Background: an optimization exercise with open tools, aiming at small area, a short achievable clock period and few clock cycles per item. Do not read the settings as production practice. Function was checked by simulation only, so behaviour that the tests miss may differ from the original. Power is estimated from default activity; no workload was simulated.

lane 1:
Design sensor_window_average_history_core, start of the top module:
module sensor_window_average_history_core
(
    input  logic                aclk,
    input  logic                aresetn,
    input  logic                s_tvalid,
    output logic                s_tready,
    input  logic [swah_pkg::S_DATA_W-1:0] s_tdata,
    input  logic [swah_pkg::S_USER_W-1:0] s_tuser,
    output logic                m_tvalid,
    input  logic                m_tready,
    output logic [swah_pkg::M_DATA_W-1:0] m_tdata
);
Size: roughly 4500 cells after synthesis, roughly 1400 flip-flops, about 170 I/O pins, roughly 60000 sq um of cells after synthesis.
Settings: LEC_CHECK=0, CAP_MARGIN=20, CORE_MARGIN=2, CORE_UTILIZATION=40, CTS_CLUSTER_DIAMETER=100, CTS_CLUSTER_SIZE=20, PLACE_DENSITY=0.6, SETUP_SLACK_MARGIN=5.0, SLEW_MARGIN=20, TNS_END_PERCENT=10; clock period 8.0 ns.
standard.sh (not shown) runs the stock make flow with config.mk's settings and CLKGATE_MAP_FILE= SYNTH_SCRIPT=/design/flow/synth_recipe.tcl, a recipe that flattens the netlist after the stock synthesis.
==> flow/flow/run.sh <==
#!/bin/bash
# Layout flow: the standard ORFS flow (standard.sh) with two changes that
# leave the design, constraints and measurement alone:
#  - the port buffers that buffer_ports inserts are plain buf cells rather than
#    whatever buffer it picks by default (it picks delay cells on sky130hd);
#  - the resizer may swap a cell for one with another footprint.
# Each tool's output goes to a log file in this folder.
set -euo pipefail
sed 's| "\${@:-finish}"| MATCH_CELL_FOOTPRINT=0 SETUP_SLACK_MARGIN=5.4 MAX_REPAIR_ANTENNAS_ITER_DRT=10 MAX_REPAIR_ANTENNAS_ITER_GRT=10 BUFFER_PORTS_ARGS="-buffer_cell sky130_fd_sc_hd__buf_2" "${@:-finish}"|' \
    standard.sh > flow_standard.sh
grep -q 'MATCH_CELL_FOOTPRINT=0' flow_standard.sh
bash flow_standard.sh > orfs_make.log 2>&1
test -s out/final.def
Testbench counts of lane 1, summed over its fixed seeds: cycles 12,048, items 12,000.
Modified inputs, lane 2 compared to lane 1
Settings: a change of TNS_END_PERCENT from 10 to 0.
--- a/flow/flow/run.sh
+++ b/flow/flow/run.sh
@@ -7,5 +7,5 @@
 # Each tool's output goes to a log file in this folder.
 set -euo pipefail
-sed 's| "\${@:-finish}"| MATCH_CELL_FOOTPRINT=0 SETUP_SLACK_MARGIN=5.4 MAX_REPAIR_ANTENNAS_ITER_DRT=10 MAX_REPAIR_ANTENNAS_ITER_GRT=10 BUFFER_PORTS_ARGS="-buffer_cell sky130_fd_sc_hd__buf_2" "${@:-finish}"|' \
+sed 's| "\${@:-finish}"| MATCH_CELL_FOOTPRINT=0 MAX_REPAIR_ANTENNAS_ITER_DRT=10 MAX_REPAIR_ANTENNAS_ITER_GRT=10 BUFFER_PORTS_ARGS="-buffer_cell sky130_fd_sc_hd__buf_2" "${@:-finish}"|' \
     standard.sh > flow_standard.sh
 grep -q 'MATCH_CELL_FOOTPRINT=0' flow_standard.sh
[summary]
Compared with lane 1, lane 2 shows a lower data required time at the worst endpoint. Lane 2: buffer share of cell area 2.4 points below lane 1. [compare] base=lane 1 new=lane 2: maximum VDD drop decreased 0.0000084 V; detailed-routing iteration count for the pre-antenna-repair pass increased 2; sequential power essentially unchanged; estimated wirelength of the detail-placed design decreased 0.50%; wire length of the first global-routing pass decreased 12 mm. Power density over cell area for lane 2 is lower than for lane 1. Between lane 1 and lane 2, the flow reports total power decreasing by a few percent. Fraction of layout instances using a drive strength above 1 ended up 9.8 points lower on lane 2 than on lane 1.
The following lists how lane 3 was set up differently from lane 2:
Settings: a change of TNS_END_PERCENT from 0 to 10; a change of PLACE_DENSITY from 0.6 to 0.75; a change of CORE_UTILIZATION from 40 to 60.
[summary]
- From lane 2 to lane 3 the numbers moved as follows: overall die width lost 71 um, fraction of area in registers lost 1.5 points, wire length lost 810 um.
- Lane 3: post-placement cell count 718 below lane 2
- Diff lane 2..lane 3 | final antenna-violating net count | negligible
- As far as synthesized-area fraction occupied by and/or/nand/nor cells is concerned, lane 2 and lane 3 perform about the same.
Modified inputs, lane 4 compared to lane 3
Settings: removing CTS_CLUSTER_DIAMETER (formerly 100); changing PLACE_DENSITY from 0.75 to 0.6; setting CTS_BUF_LIST to sky130_fd_sc_hd__clkbuf_4 sky130_fd_sc_hd__clkbuf_8 for the first time; removing CTS_CLUSTER_SIZE (formerly 20); changing CORE_UTILIZATION from 60 to 40.
Findings:
- Compared with lane 3, lane 4 ends up with more cell area.
- Origin of the worst setup path: g_ch[2].u_dp.delta_reg[9]$_DFFE_PP_ -> lane 3, in_data[24]$_DFFE_PP_ -> lane 4
- Detailed route, lane 4 vs lane 3: via total higher for lane 4
- Number of logic stages on the critical path including buffering ends up lower on lane 3.
- Utilization lane 3 -> lane 4: down
- Looking at final critical delay including setup and external delays across both flows, lane 4 is the weaker of the two, with lane 3 ahead.
- Against lane 3, lane 4 comes in 6.2 points lower on global-route usage.
- [compare] base=lane 3 new=lane 4: total wire length rose by 5.2%; sequential share of cell area fell by 1.9 points.
- Lane 3 -> lane 4: final cell count without fillers increased by more than 10%

-- what the ideal ports hide --
The results above use ideal ports. As a check the final layouts listed here were re-extracted and re-timed, cells and wires unchanged. Step 1 assumes that a clkbuf_16 drives the clock port and a buf_2 every other input. Step 2 adds t to the input delays and takes it off the output delays; t is the mean of the earliest and latest rising clock arrival at the registers after step 1. Input paths then give back, and output paths get back, about the clock's delay inside the block. Three values: no drivers, after step 1, after step 2; two values: the first two.
run | t, ns | setup WS [ns] | slew at the worst register clock pin (ns)
lane 1 | 0.760 | 4.707 / 4.707 / 4.223 | 0.09 / 0.09
lane 2 | 0.770 | 4.572 / 4.572 / 3.906 | 0.09 / 0.09
lane 3 | 0.744 | 4.685 / 4.685 / 4.234 | 0.09 / 0.09
lane 4 | 0.996 | 4.667 / 4.667 / 3.991 | 0.07 / 0.07
After both steps every run listed still meets setup and hold. For lane 4, which loses most, drivers alone change the setup slack by 0.000 ns; drivers and shift together by -0.676 ns.
